Background: an optimization exercise with open tools, aiming at a short achievable clock period and few clock cycles. Do not read the settings as production practice.
Function was checked by simulation only, so behaviour that the tests miss may differ from the original.
Power and IR drop assume default switching activity.

===== design/flow/run.sh =====
#!/bin/bash
# synth_recipe.tcl (not shown) runs the flow's synth.tcl, then flattens the netlist and writes it again
# the make line also repeats each setting of config.mk as NAME=value (left out here)
make -C /OpenROAD-flow-scripts/flow DESIGN_CONFIG=/design/flow/config.mk WORK_HOME=/design/flow/orfs CLKGATE_MAP_FILE= SYNTH_SCRIPT=/design/flow/synth_recipe.tcl finish

===== design/flow/constraint.sdc =====
create_clock -name core_clock -period 7.0 [get_ports {clk}]
set_input_delay 1.4000 -clock core_clock [delete_from_list [all_inputs] [get_ports {clk}]]
set_output_delay 1.4000 -clock core_clock [all_outputs]
set_load 0.01 [all_outputs]

===== design/flow/design.v =====
package cpu_pkg;
    typedef logic [32-1:0]     word_t;
    typedef logic [32-1:0] pc_t;
    typedef logic [4:0]               regIdx_t;
    typedef logic [31:0]              instr_t;
    typedef enum logic [2:0] {
        aluAdd,
        aluSub,
        aluAnd,
        aluOr,
        aluSlt
    } aluOp_t;
    typedef logic [1:0] fwdSel_t;
    localparam fwdSel_t fwdReg       = 2'd0;
    localparam fwdSel_t fwdExMem     = 2'd1;
    localparam fwdSel_t fwdMemWbAlu  = 2'd2;
    localparam fwdSel_t fwdMemWbLoad = 2'd3;
    typedef struct packed {
        logic   regWrite;
        logic   memWrite;
        logic   memToReg;
        logic   useImm;
        logic   branch;
        logic   halt;
        aluOp_t aluOp;
    } ctrl_t;
    typedef struct packed {
        logic   valid;
        instr_t instr;
        pc_t    pcNext;
    } ifIdReg_t;
    typedef struct packed {
        logic    valid;
        ctrl_t   ctrl;
        regIdx_t rs;
        regIdx_t rt;
        regIdx_t dest;
        word_t   rsVal;
        word_t   rtVal;
        word_t   imm;
        pc_t     pcNext;
    } idExReg_t;
    typedef struct packed {
        logic    valid;
        ctrl_t   ctrl;
        regIdx_t dest;
        word_t   aluResult;
        word_t   storeData;
    } exMemReg_t;
    typedef struct packed {
        logic    valid;
        logic    regWrite;
        logic    memToReg;
        logic    halt;
        regIdx_t dest;
        word_t   aluResult;
        word_t   loadData;
    } memWbReg_t;
    typedef struct packed {
        logic    valid;
        regIdx_t dest;
        word_t   data;
    } wbPort_t;
    typedef struct packed {
        logic  valid;
        word_t addr;
        word_t data;
    } storePort_t;
endpackage
module pcOutReg (
    input  logic        clk,
    input  logic        arstN,
    input  logic [31:0] d,
    output logic [31:0] q
);
    always_ff @(posedge clk or negedge arstN) begin
        if (!arstN) q <= '0;
        else        q <= d;
    end
endmodule
module ksPg (
    input  logic [31:0] a,
    input  logic [31:0] b,
    input  logic        cin,
    output logic [31:0] g,
    output logic [31:0] t
);
    always_comb begin
        g = a & b;
        t = a | b;
        g[0] = g[0] | (t[0] & cin);
    end
endmodule
module ksLevel #(parameter int D = 1) (
    input  logic [31:0] gi,
    input  logic [31:0] ti,
    output logic [31:0] go,
    output logic [31:0] to
);
    always_comb begin
        for (int i = 0; i < 32; i++) begin
            if (i >= D) begin
                go[i] = gi[i] | (ti[i] & gi[i - D]);
                to[i] = ti[i] & ti[i - D];
            end else begin
                go[i] = gi[i];
                to[i] = ti[i];
            end
        end
    end
endmodule
module ksSum (
    input  logic [31:0] a,
    input  logic [31:0] b,
    input  logic        cin,
    input  logic [31:0] g,
    output logic [31:0] s
);
    assign s = a ^ b ^ {g[30:0], cin};
endmodule
module ksAdd32 (
    input  logic [31:0] a,
    input  logic [31:0] b,
    input  logic        cin,
    output logic [31:0] s
);
    logic [31:0] g0, t0, g1, t1, g2, t2, g3, t3, g4, t4, g5, t5;
    ksPg             uPg (.a(a), .b(b), .cin(cin), .g(g0), .t(t0));
    ksLevel #(.D(1))  uL1 (.gi(g0), .ti(t0), .go(g1), .to(t1));
    ksLevel #(.D(2))  uL2 (.gi(g1), .ti(t1), .go(g2), .to(t2));
    ksLevel #(.D(4))  uL4 (.gi(g2), .ti(t2), .go(g3), .to(t3));
    ksLevel #(.D(8))  uL8 (.gi(g3), .ti(t3), .go(g4), .to(t4));
    ksLevel #(.D(16)) uL16 (.gi(g4), .ti(t4), .go(g5), .to(t5));
    ksSum            uSum (.a(a), .b(b), .cin(cin), .g(g5), .s(s));
endmodule
module eq32 (
    input  logic [31:0] a,
    input  logic [31:0] b,
    output logic        y
);
    assign y = a == b;
endmodule
module inc32 (
    input  logic [31:0] a,
    output logic [31:0] s
);
    logic [31:0] t0, t1, t2, t3, t4, t5;
    assign t0 = a;
    ksAndLevel #(.D(1))  uA1  (.ti(t0), .to(t1));
    ksAndLevel #(.D(2))  uA2  (.ti(t1), .to(t2));
    ksAndLevel #(.D(4))  uA4  (.ti(t2), .to(t3));
    ksAndLevel #(.D(8))  uA8  (.ti(t3), .to(t4));
    ksAndLevel #(.D(16)) uA16 (.ti(t4), .to(t5));
    assign s = a ^ {t5[30:0], 1'b1};
endmodule
module ksAndLevel #(parameter int D = 1) (
    input  logic [31:0] ti,
    output logic [31:0] to
);
    always_comb begin
        for (int i = 0; i < 32; i++) begin
            if (i >= D) to[i] = ti[i] & ti[i - D];
            else        to[i] = ti[i];
        end
    end
endmodule
module oneHot16x32 (
    input  logic [15:0]  sel,
    input  logic [511:0] d,
    output logic [31:0]  y
);
    always_comb begin
        y = '0;
        for (int k = 0; k < 16; k++) begin
            if (sel[k]) y = y | d[k*32 +: 32];
        end
    end
endmodule
module cpuTop (
    input  logic        clk,
    input  logic        arstN,
    output logic [31:0] pc,
    input  logic [31:0] instruction,
    output logic        wb_valid,
    output logic [4:0]  wb_dest,
    output logic [31:0] wb_data,
    output logic        st_valid,
    output logic [31:0] st_addr,
    output logic [31:0] st_data,
    output logic        halted
);
    localparam int NF = 16;      
    localparam int FW = 4;     
    logic [31:0] pcReg;
    logic        haltedQ;
    logic        bRegWrite, bLoad, bStore, bBranch, bPred;
    logic [2:0]  bAluOp;          
    logic [4:0]  bDest, bPIdx;
    logic [31:0] bRsVal, bRtVal, bOpB, bImm, bTgt, bFall;
    logic [3:0]  bMemIdx, memIdxA;
    logic        bByp;
    logic        bFwdA, bFwdRt, bFwdOpB;
    logic        wV;
    logic [4:0]  wDest;
    logic [31:0] wData;
    logic        sV;
    logic [31:0] sAddr, sData;
    logic [31:0] regs [32];
    logic [31:0] dmem [16];
    logic [1:0]  pCnt [32];
    logic [NF-1:0] fValid;
    logic [NF-1:0] fBr;            
    logic [31:0]   fKey [NF];
    logic [31:0]   fT1 [NF];       
    logic [31:0]   fT2 [NF];       
    logic [4:0]    fRs [NF];
    logic [4:0]    fRt [NF];
    logic [1:0]    fCnt [NF];      
    logic [3:0]    fIter [NF];     
    logic [3:0]    fTrip [NF];     
    logic [NF-1:0] fTripV;         
    logic [NF-1:0] fPredT;         
    logic [FW-1:0] fPtr;
    logic          s1V, s1Pred;
    logic [4:0]    s1Rs, s1Rt;
    logic [31:0]   s1Rec;
    logic [FW-1:0] s1Idx;
    logic          s2V, s2Pred, s2FwdA, s2FwdB;
    logic [31:0]   s2A, s2B, s2Rec;
    logic [FW-1:0] s2Idx;
    logic sTaken, sMiss;
    logic eqAB, eqWB, eqAW;
    eq32 uEqAB (.a(s2A), .b(s2B), .y(eqAB));
    eq32 uEqWB (.a(wData), .b(s2B), .y(eqWB));
    eq32 uEqAW (.a(s2A), .b(wData), .y(eqAW));
    assign sTaken = s2FwdA ? (s2FwdB ? 1'b1 : eqWB) : (s2FwdB ? eqAW : eqAB);
    assign sMiss  = s2V && (sTaken != s2Pred);
    logic [31:0] opA, rtF, opB, sum, diff, aluOut, result, ldData;
    logic        lt, taken, br, bLive;
    logic [3:0]  memIdx;
    assign bLive = !sMiss;
    assign opA = bFwdA   ? wData : bRsVal;
    assign rtF = bFwdRt  ? wData : bRtVal;
    assign opB = bFwdOpB ? wData : bOpB;
    logic [31:0] opBn;
    assign opBn = ~opB;
    ksAdd32 uSum  (.a(opA), .b(opB), .cin(1'b0), .s(sum));
    ksAdd32 uDiff (.a(opA), .b(opBn), .cin(1'b1), .s(diff));
    assign lt   = (opA[31] ^ opB[31]) ? opA[31] : diff[31];
    always_comb begin
        case (bAluOp)
            3'd1:    aluOut = diff;
            3'd2:    aluOut = opA & opB;
            3'd3:    aluOut = opA | opB;
            3'd4:    aluOut = {31'd0, lt};
            default: aluOut = sum;
        endcase
    end
    assign memIdx = bFwdA ? wData[3:0] + bImm[3:0] : bMemIdx;
    assign ldData = bFwdA ? dmem[memIdx] : bByp ? sData : dmem[bMemIdx];
    assign result = bLoad ? ldData : aluOut;
    logic bEqRR, bEqWR, bEqRW;
    eq32 uEqRR (.a(bRsVal), .b(bRtVal), .y(bEqRR));
    eq32 uEqWR (.a(wData), .b(bRtVal), .y(bEqWR));
    eq32 uEqRW (.a(bRsVal), .b(wData), .y(bEqRW));
    assign taken = bFwdA ? (bFwdRt ? 1'b1 : bEqWR) : (bFwdRt ? bEqRW : bEqRR);
    assign br    = bLive && bBranch && (taken != bPred);
    logic [5:0]  opcode, funct;
    logic [4:0]  rs, rt, rd, dest;
    logic [31:0] imm, rsRead, rtRead, pcP1, aTgt, jt;
    logic        aValid, isHalt, isR, isAddi, isLw, isSw, isBeq, isJ, uncond, pTaken;
    logic        regWrite, haltWait, haltNow, aRedir, learn;
    logic [2:0]  aluOp;
    assign opcode = instruction[31:26];
    assign funct  = instruction[5:0];
    assign rs     = instruction[25:21];
    assign rt     = instruction[20:16];
    assign rd     = instruction[15:11];
    assign imm    = {{16{instruction[15]}}, instruction[15:0]};
    assign aValid = !haltedQ && !br && !sMiss;
    assign isHalt = instruction == 32'hffff_ffff;
    assign isAddi = opcode == 6'h08;
    assign isLw   = opcode == 6'h23;
    assign isSw   = opcode == 6'h2b;
    assign isBeq  = opcode == 6'h04;
    assign isJ    = opcode == 6'h02;
    assign uncond = isBeq && rs == rt;
    always_comb begin
        isR   = 1'b0;
        aluOp = 3'd0;
        if (opcode == 6'h00) begin
            isR = 1'b1;
            case (funct)
                6'h20: aluOp = 3'd0;
                6'h22: aluOp = 3'd1;
                6'h24: aluOp = 3'd2;
                6'h25:  aluOp = 3'd3;
                6'h2a: aluOp = 3'd4;
                default:     isR = 1'b0;
            endcase
        end
    end
    assign dest     = isR ? rd : rt;
    assign regWrite = (isR || isAddi || isLw) && (dest != 5'd0);
    assign memIdxA = rsRead[3:0] + imm[3:0];
    assign rsRead = (rs == 5'd0) ? 32'd0 : (wV && wDest == rs) ? wData : regs[rs];
    assign rtRead = (rt == 5'd0) ? 32'd0 : (wV && wDest == rt) ? wData : regs[rt];
    inc32 uPcP1 (.a(pcReg), .s(pcP1));
    ksAdd32 uTgt (.a(pcReg), .b(imm), .cin(1'b1), .s(aTgt));
    assign jt     = {pcP1[31:28], 2'b00, instruction[25:0]};
    assign pTaken = pCnt[pcReg[4:0]][1];
    assign haltWait = isHalt && s1V;
    assign haltNow  = aValid && isHalt && !s1V;
    assign aRedir = isJ || uncond || (isBeq && pTaken);
    localparam int LW = 3 + FW + 10 + 64;
    function automatic logic [LW-1:0] gather(input logic [NF-1:0] m);
        logic          h, hb, hp;
        logic [FW-1:0] hi;
        logic [4:0]    hrs, hrt;
        logic [31:0]   ht1, ht2;
        h   = 1'b0;
        hb  = 1'b0;
        hp  = 1'b0;
        hi  = '0;
        hrs = '0;
        hrt = '0;
        ht1 = '0;
        ht2 = '0;
        for (int k = 0; k < NF; k++) begin
            if (m[k]) begin
                h   = 1'b1;
                hb  = hb | fBr[k];
                hp  = hp | fPredT[k];
                hi  = hi | FW'(k);
                hrs = hrs | fRs[k];
                hrt = hrt | fRt[k];
                ht1 = ht1 | fT1[k];
                ht2 = ht2 | fT2[k];
            end
        end
        gather = {h, hb, hp, hi, hrs, hrt, ht1, ht2};
    endfunction
    logic [NF-1:0] eqSeq, eqFold, eqMiss, mSeq, mFold, mMiss;
    genvar gk;
    generate
        for (gk = 0; gk < NF; gk++) begin : gLook
            eq32 uSeq  (.a(fKey[gk]), .b(pcP1),  .y(eqSeq[gk]));
            eq32 uFold (.a(fKey[gk]), .b(hitT),  .y(eqFold[gk]));
            eq32 uMiss (.a(fKey[gk]), .b(s2Rec), .y(eqMiss[gk]));
        end
    endgenerate
    assign mSeq  = eqSeq & fValid;
    assign mFold = eqFold & fValid;
    assign mMiss = eqMiss & fValid;
    logic          hit, hitBr, hitCntT;
    logic [31:0]   hitT1, hitT2, hitT, brT;
    logic [4:0]    hitRs, hitRt;
    logic [FW-1:0] hitIdx;
    logic [NF-1:0] mQ, mNext, wrQ, wrNow;
    assign {hit, hitBr, hitCntT, hitIdx, hitRs, hitRt, hitT1, hitT2} = gather(mQ);
    oneHot16x32 uHitT (.sel(mQ), .d(fTselV), .y(hitT));
    assign brT  = bPred ? bFall : bTgt;
    logic sLaunch;
    assign sLaunch = aValid && !isHalt && !aRedir && hit && hitBr;
    logic [31:0] pcNext;
    always_comb begin
        if (sMiss)         pcNext = s2Rec;
        else if (br)       pcNext = brT;
        else if (haltWait) pcNext = pcReg;
        else if (isJ)      pcNext = jt;
        else if (aRedir)   pcNext = aTgt;
        else if (hit)      pcNext = hitT;
        else               pcNext = pcP1;
    end
    always_comb begin
        if (sMiss)                               mNext = mMiss;
        else if (br || haltWait || isJ || aRedir) mNext = '0;
        else if (hit)                            mNext = mFold;
        else                                     mNext = mSeq;
    end
    always_ff @(posedge clk or negedge arstN) begin
        if (!arstN) begin
            pcReg   <= '0;
            haltedQ <= 1'b0;
            mQ      <= '0;
        end else begin
            pcReg <= pcNext;
            mQ    <= mNext & ~wrNow;
            if (haltNow) haltedQ <= 1'b1;
        end
    end
    pcOutReg uPcOut (.clk(clk), .arstN(arstN), .d(pcNext), .q(pc));
    logic       pUpd, pTk;
    logic [4:0] pIdx;
    always_ff @(posedge clk or negedge arstN) begin
        if (!arstN) pUpd <= 1'b0;
        else        pUpd <= bLive && bBranch;
    end
    always_ff @(posedge clk) begin
        pTk  <= taken;
        pIdx <= bPIdx;
    end
    always_ff @(posedge clk or negedge arstN) begin
        if (!arstN) begin
            for (int k = 0; k < 32; k++) pCnt[k] <= 2'd1;
        end else begin
            for (int k = 0; k < 32; k++) begin
                if (pUpd && pIdx == 5'(k)) begin
                    if (pTk && pCnt[k] != 2'd3) pCnt[k] <= pCnt[k] + 2'd1;
                    if (!pTk && pCnt[k] != 2'd0) pCnt[k] <= pCnt[k] - 2'd1;
                end
            end
        end
    end
    logic [31:0] s1AVal, s1BVal;
    assign s1AVal = (s1Rs == 5'd0) ? 32'd0 : (wV && wDest == s1Rs) ? wData : regs[s1Rs];
    assign s1BVal = (s1Rt == 5'd0) ? 32'd0 : (wV && wDest == s1Rt) ? wData : regs[s1Rt];
    always_ff @(posedge clk or negedge arstN) begin
        if (!arstN) begin
            s1V    <= 1'b0;
            s2V    <= 1'b0;
        end else begin
            s1V    <= sLaunch;
            s2V    <= s1V && !br && !sMiss;
        end
    end
    always_ff @(posedge clk) begin
        s1Pred <= hitCntT;
        s1Rs   <= hitRs;
        s1Rt   <= hitRt;
        s1Rec  <= hitCntT ? hitT2 : hitT1;
        s1Idx  <= hitIdx;
        s2Pred <= s1Pred;
        s2FwdA <= bRegWrite && bDest == s1Rs;
        s2FwdB <= bRegWrite && bDest == s1Rt;
        s2A    <= s1AVal;
        s2B    <= s1BVal;
        s2Rec  <= s1Rec;
        s2Idx  <= s1Idx;
    end
    assign learn = !haltedQ && !isHalt && (isBeq || !(regWrite || isSw));
    logic        lValid, lBr;
    logic [31:0] lKey, lKeyN, lT1, lT2, lAddr;
    inc32 uLKey (.a(~lAddr), .s(lKeyN));
    assign lKey = ~lKeyN;
    logic [4:0]  lRs, lRt;
    always_ff @(posedge clk or negedge arstN) begin
        if (!arstN) lValid <= 1'b0;
        else        lValid <= learn;
    end
    always_ff @(posedge clk) begin
        lBr   <= isBeq && !uncond;
        lAddr <= pcReg;
        lT1   <= isJ ? jt : isBeq ? aTgt : pcP1;
        lT2   <= pcP1;
        lRs   <= rs;
        lRt   <= rt;
    end
    logic          uV, uTaken;
    logic [FW-1:0] uIdx;
    always_ff @(posedge clk or negedge arstN) begin
        if (!arstN) uV <= 1'b0;
        else        uV <= s2V;
    end
    always_ff @(posedge clk) begin
        uTaken <= sTaken;
        uIdx   <= s2Idx;
    end
    logic [NF-1:0] eqDup, eqChain;
    generate
        for (gk = 0; gk < NF; gk++) begin : gLearn
            eq32 uDup   (.a(fKey[gk]), .b(lKey),  .y(eqDup[gk]));
            eq32 uChain (.a(fT2[gk]),  .b(lAddr), .y(eqChain[gk]));
        end
    endgenerate
    logic          l2V, l2Br, l2ChainV;
    logic [31:0]   l2Key, l2T1, l2T2, l2ChainT;
    logic [4:0]    l2Rs, l2Rt;
    logic [NF-1:0] l2Chain;
    logic          lDupP, lChainP, eqDupP, eqChainP;
    logic [31:0]   l2T2Eff;
    eq32 uDupP   (.a(l2Key), .b(lKey),  .y(eqDupP));
    eq32 uChainP (.a(l2T2),  .b(lAddr), .y(eqChainP));
    assign lDupP   = l2V && eqDupP;
    assign lChainP = l2V && l2Br && lValid && !lBr && eqChainP;
    assign l2T2Eff = lChainP ? lT1 : l2T2;
    always_ff @(posedge clk or negedge arstN) begin
        if (!arstN) begin
            l2V      <= 1'b0;
            l2ChainV <= 1'b0;
        end else begin
            l2V      <= lValid && !(|(eqDup & fValid)) && !lDupP;
            l2ChainV <= lValid && !lBr;
        end
    end
    always_ff @(posedge clk) begin
        l2Br     <= lBr;
        l2Key    <= lKey;
        l2T1     <= lT1;
        l2T2     <= lT2;
        l2Rs     <= lRs;
        l2Rt     <= lRt;
        l2Chain  <= fBr & eqChain;
        l2ChainT <= lT1;
    end
    assign wrNow = l2V ? NF'(1) << fPtr : '0;
    always_ff @(posedge clk or negedge arstN) begin
        if (!arstN) wrQ <= '0;
        else        wrQ <= wrNow;
    end
    always_ff @(posedge clk or negedge arstN) begin
        if (!arstN) begin
            fValid <= '0;
            fBr    <= '0;
            fPtr   <= '0;
            fTripV <= '0;
            fPredT <= '0;
            for (int k = 0; k < NF; k++) begin
                fCnt[k]  <= '0;
                fIter[k] <= '0;
                fTrip[k] <= '0;
            end
        end else begin
            for (int k = 0; k < NF; k++) begin
                if (uV && uIdx == FW'(k)) begin
                    if (uTaken) begin
                        if (fCnt[k] != 2'd3) fCnt[k] <= fCnt[k] + 2'd1;
                        fIter[k]  <= '0;
                        fTrip[k]  <= fIter[k];
                        fTripV[k] <= 1'b1;
                        fPredT[k] <= fIter[k] == 4'd0;
                    end else begin
                        if (fCnt[k] != 2'd0) fCnt[k] <= fCnt[k] - 2'd1;
                        if (fIter[k] != 4'hf) fIter[k] <= fIter[k] + 4'd1;
                        fPredT[k] <= fTripV[k] ? (fIter[k] + 4'd1 == fTrip[k])
                                               : (fCnt[k] == 2'd3);
                    end
                end
            end
            if (l2V) begin
                fValid[fPtr] <= 1'b1;
                fBr[fPtr]    <= l2Br;
                fCnt[fPtr]   <= 2'd1;
                fIter[fPtr]  <= 4'd1;
                fTripV[fPtr] <= 1'b0;
                fPredT[fPtr] <= 1'b0;
                fPtr         <= fPtr + 1'b1;
            end
        end
    end
    always_ff @(posedge clk) begin
        if (l2ChainV) begin
            for (int k = 0; k < NF; k++) begin
                if (l2Chain[k] && !wrQ[k]) fT2[k] <= l2ChainT;
            end
        end
        if (l2V) begin
            fKey[fPtr] <= l2Key;
            fT1[fPtr]  <= l2T1;
            fT2[fPtr]  <= l2T2Eff;
            fRs[fPtr]  <= l2Rs;
            fRt[fPtr]  <= l2Rt;
        end
    end
    logic [NF*32-1:0] fTselV;
    always_ff @(posedge clk) begin
        for (int k = 0; k < NF; k++) begin
            logic        newE, chainE, updE, brN, predN, newPred;
            logic [31:0] t1N, t2N;
            newE    = l2V && fPtr == FW'(k);
            chainE  = l2ChainV && l2Chain[k] && !wrQ[k];
            updE    = uV && uIdx == FW'(k);
            newPred = uTaken ? (fIter[k] == 4'd0)
                             : (fTripV[k] ? (fIter[k] + 4'd1 == fTrip[k]) : (fCnt[k] == 2'd3));
            t1N     = newE ? l2T1 : fT1[k];
            t2N     = newE ? l2T2Eff : chainE ? l2ChainT : fT2[k];
            brN     = newE ? l2Br : fBr[k];
            predN   = newE ? 1'b0 : updE ? newPred : fPredT[k];
            fTselV[k*32 +: 32] <= (brN && !predN) ? t2N : t1N;
        end
    end
    always_ff @(posedge clk or negedge arstN) begin
        if (!arstN) begin
            bRegWrite <= 1'b0;
            bStore    <= 1'b0;
            bBranch   <= 1'b0;
        end else begin
            bRegWrite <= aValid && regWrite;
            bStore    <= aValid && isSw;
            bBranch   <= aValid && isBeq && !uncond;
        end
    end
    always_ff @(posedge clk) begin
        bLoad     <= isLw;
        bPred     <= pTaken;
        bPIdx     <= pcReg[4:0];
        bAluOp    <= isR ? aluOp : 3'd0;
        bDest     <= dest;
        bRsVal    <= rsRead;
        bRtVal    <= rtRead;
        bOpB      <= isR ? rtRead : imm;
        bImm      <= imm;
        bMemIdx   <= memIdxA;
        bByp      <= bLive && bStore && sum[3:0] == memIdxA;
        bTgt      <= aTgt;
        bFall     <= pcP1;
        bFwdA     <= bRegWrite && bDest == rs;
        bFwdRt    <= bRegWrite && bDest == rt;
        bFwdOpB   <= isR && bRegWrite && bDest == rt;
    end
    always_ff @(posedge clk or negedge arstN) begin
        if (!arstN) begin
            wV    <= 1'b0;
            sV    <= 1'b0;
        end else begin
            wV    <= bLive && bRegWrite;
            sV    <= bLive && bStore;
        end
    end
    always_ff @(posedge clk) begin
        wDest <= bDest;
        wData <= result;
        sAddr <= sum;
        sData <= rtF;
    end
    always_ff @(posedge clk or negedge arstN) begin
        if (!arstN) begin
            for (int i = 0; i < 32; i++) regs[i] <= '0;
        end else if (wV) begin
            regs[wDest] <= wData;
        end
    end
    always_ff @(posedge clk or negedge arstN) begin
        if (!arstN) begin
            for (int i = 0; i < 16; i++) dmem[i] <= '0;
        end else if (sV) begin
            dmem[sAddr[3:0]] <= sData;
        end
    end
    assign wb_valid = wV;
    assign wb_dest  = wDest;
    assign wb_data  = wData;
    assign st_valid = sV;
    assign st_addr  = sAddr;
    assign st_data  = sData;
    assign halted   = haltedQ;
endmodule

===== design/flow/config.mk =====
export PLATFORM = sky130hd
export DESIGN_NAME = cpuTop
export DESIGN_NICKNAME = cpuTop
export VERILOG_FILES = /design/flow/design.v
export SDC_FILE = /design/flow/constraint.sdc
export NUM_CORES = 4
export LEC_CHECK = 0
export CAP_MARGIN = 40
export CORE_MARGIN = 2
export CORE_UTILIZATION = 30
export PLACE_DENSITY = 0.45
export SETUP_SLACK_MARGIN = 3.8
export SLEW_MARGIN = 40
export SYNTH_HIERARCHICAL = 1
export SYNTH_MINIMUM_KEEP_SIZE = 0

==> impl_metrics.ini <==
[outcome]
status = no timing/DRC/antenna violations

[clock_tree]
cts.reportedPaths.clkPinSlew_ns = 0.07
root_buffer = clkbuf_16
ctsHtreeMaxLevel = 6
insertion_delay_ns = 1.23
cts_tree = yes
cts_made_buffers = 570
clkSinkCount = 4755
clockBufferDepth = 4

[global_route]
grt_max_degree = 150
grt_pass1_vias = 233299
overflow = 0
grt_pass1_wl_mm = 2312
antenna_found_initial = 225
grt_usage_pct = 38.52

[floorplanning]
rows = 343
die_w_um = 939.8
dieArea_um2 = 883100
die_h_um = 939.8
core_um2 = 872500
io_pins = 170
start_util_pct = 30.11

[finish]
syn2layout_area_growth_pct = 27.07
drive_gt1_share_pct = 28.47
final_cell_area_um2 = 333800
nets = 26374
nFillCells = 84657
post-route-util_pct = 38.26

[route]
drc = 0
vias = 256313
via_per_inst = 6.650
avgRoutedWirePerCell_um = 46.80
drt_pass1_iterations = 19
antenna_left = 0
drt_iter0_markers = 46440
totalWireLength_mm = 1804

[timing]
slew_headroom_pct = 25.95
tns_ns = 0
max_freq_ghz = 0.2434
finalHoldViolCount = 0
rsz0062_at_grt = true
worstMarginPinSlew_ns = 1.111
finalCriticalPeriod_ns = 4.109
worst_slack_ns = 2.891
skew_ns = 0.08654
drv_slew = 0
hold_ws_ns = 0.1058
post-route-period-util_pct = 58.70
finalSetupViolations = 0

[setup_path]
worst-r2r-cell-count = 16
worstPathArrival_ns = 5.19
rr_startpoint = mQ[13]
worst-path-max-fanout = 8
timing.rr.end = mQ[12]
crit_path_start_kind = flip-flop
worst-endpoint-required_ns = 8.08
worst-setup-path-type = flip-flop to flip-flop
worstSetupEndpointType = flip-flop
ff2ff_setup_slack_ns = 2.89
crit_start = mQ[13]

[pwr]
p_leak_nw = 142.2
power_density_nw_per_um2 = 212.7
peakVddDrop_mv = 0.3274

[run]
drv_cap = 0

[logic_synthesis]
ys_warn_count = 32
synth.avg_cell_area_um2 = 10.60
synth_area_um2 = 262700
postSynthCellCount = 24778

[placement]
placed_area_um2 = 286000
pre_cts_ws_ns = 1.368
gp_congestion = 1.060
post-dp-hpwl_mm = 1118
portBuffers = 169

[min_path]
hp-class = input pin to async pin
==> metal layers <==
layer / up-vias / track usage [%] / wire [um]
li1: 96179 / - / -
met5: - / 1.385 / 1987
met2: 23533 / 53.09 / 712800
met3: 7796 / 15.29 / 240900
met1: 128677 / 46.82 / 650900
met4: 128 / 31.98 / 197100
==> cell type report <==
type,count,area [um^2],share of cell area (%)
Clock buffer,853,16830,5.042
Multi-Input combinational cell,17851,142600,42.73
Timing Repair inverter,7,61.31,0.01837
Inverter,229,1240,0.3715
Timing Repair Buffer,2875,33540,10.05
Clock inverter,206,2257,0.6762
Sequential cell,4755,122300,36.63
Tap cell,11557,14460,4.332
Antenna cell,208,520.5,0.1559
==> worst max path at each step <==
stage	slack [ns]	endpoint	depth (start not counted)
finish	2.89	mQ[12]	16
global route	2.95	mQ[14]	16
CTS	3.06	wData[0]	18
detailed placement	1.37	bByp	11
global placement	1.24	bByp	15
floorplan	2.91	bByp	17
==> registers in the layout, indices dropped and copies added, names as in the netlist, 64 cells and up <==
register and count:
regs 992, dmem 512, fKey 512, fT1 512
fT2 512, fTselV 512, fRs 80, fRt 80
fIter 64, fTrip 64, pCnt 64
==> where the power goes <==
part	internal, mW	total (mW)	leakage (nW)	switching (mW)
Sequential	29.6	30.3	51.6	0.693
Clock	17.8	31.3	9.35	13.5
Combinational	3.08	9.42	81.2	6.34
Total	50.5	71.0	142	20.5
==> critical path: stages (launching register included) <==
cell and delay, ns:
dfrtp_4 0.56, buf_12 0.18, buf_16 0.20, buf_12 0.19
a221oi_2 0.25, nand4_1 0.14, buf_6 0.16, buf_16 0.19
buf_16 0.19, buf_4 0.29, xor2_2 0.18, nor4_4 0.18
nand4_1 0.43, nor2_1 0.23, mux2_4 0.17, nand3_2 0.07
o22ai_1 0.17
==> repair_timing <==
action	4_1_cts	5_1_grt
endpoints found under the setup margin	2260	1310
gates resized for setup	2441	957
endpoints found under the hold margin	0	0
pin swaps	435	407
gates cloned	98	38
setup buffers	906	416
hold buffers	0	0
==> per-stage QoR <==
| step | total power [mW] | cells |
|---|---|---|
| after global routing | 72.13 | 38384 |
| after CTS | 70.01 | 37863 |
| after detailed placement | 37.91 | 35800 |
| after floorplan | 33.85 | 24782 |
| after global placement | 37.84 | 35702 |
| final | 71.00 | 38541 |
==> cells in the final DEF, fill, tap and decap left out, types with 104 or more instances in the layout <==
cell type	n
xor2_1	2867
a22oi_1	2099
mux2_2	1975
dfrtp_1	1802
edfxtp_1	1696
buf_4	1671
nand2_1	1542
o21ai_0	1066
dfxtp_1	1000
nor2_1	815
a21oi_1	749
clkbuf_16	620
and2_1	579
mux2i_1	557
nand4_1	549
buf_12	459
nor4_1	456
a22o_1	401
a21o_1	396
buf_6	378
a221oi_1	329
nand3_1	305
nor4_2	231
o211ai_1	222
diode_2	208
nor3_1	177
inv_1	167
clkbuf_1	163
a222oi_1	157
nor2_4	125
and2_4	113
nor4_4	105
buf_8	105
a221oi_2	104
Testbench counts, summed over its fixed seeds: cycles 15,048.

==> what the ideal ports hide <==
The flow's constraints put no driver on any port. The routed layout listed below was extracted and timed again, unchanged, in two steps.
Step 1, drivers: a clkbuf_16 drives clk and a buf_2 each remaining input, both assumed.
Step 2 also shifts input and output timing later by t, the mid clock arrival at the registers, as if the neighbouring blocks saw the same clock.
Three values: no drivers, after step 1, after step 2; two values: the first two.
t, ns: 1.360
slack for setup (ns): 2.891 / 2.891 / 2.006
slew at the worst register clock pin (ns): 0.07 / 0.07
pins driven straight from the clock port: 1
After both steps this run still meets setup and hold. The setup slack of this run moves by 0.000 ns with the drivers and by -0.885 ns with both steps.
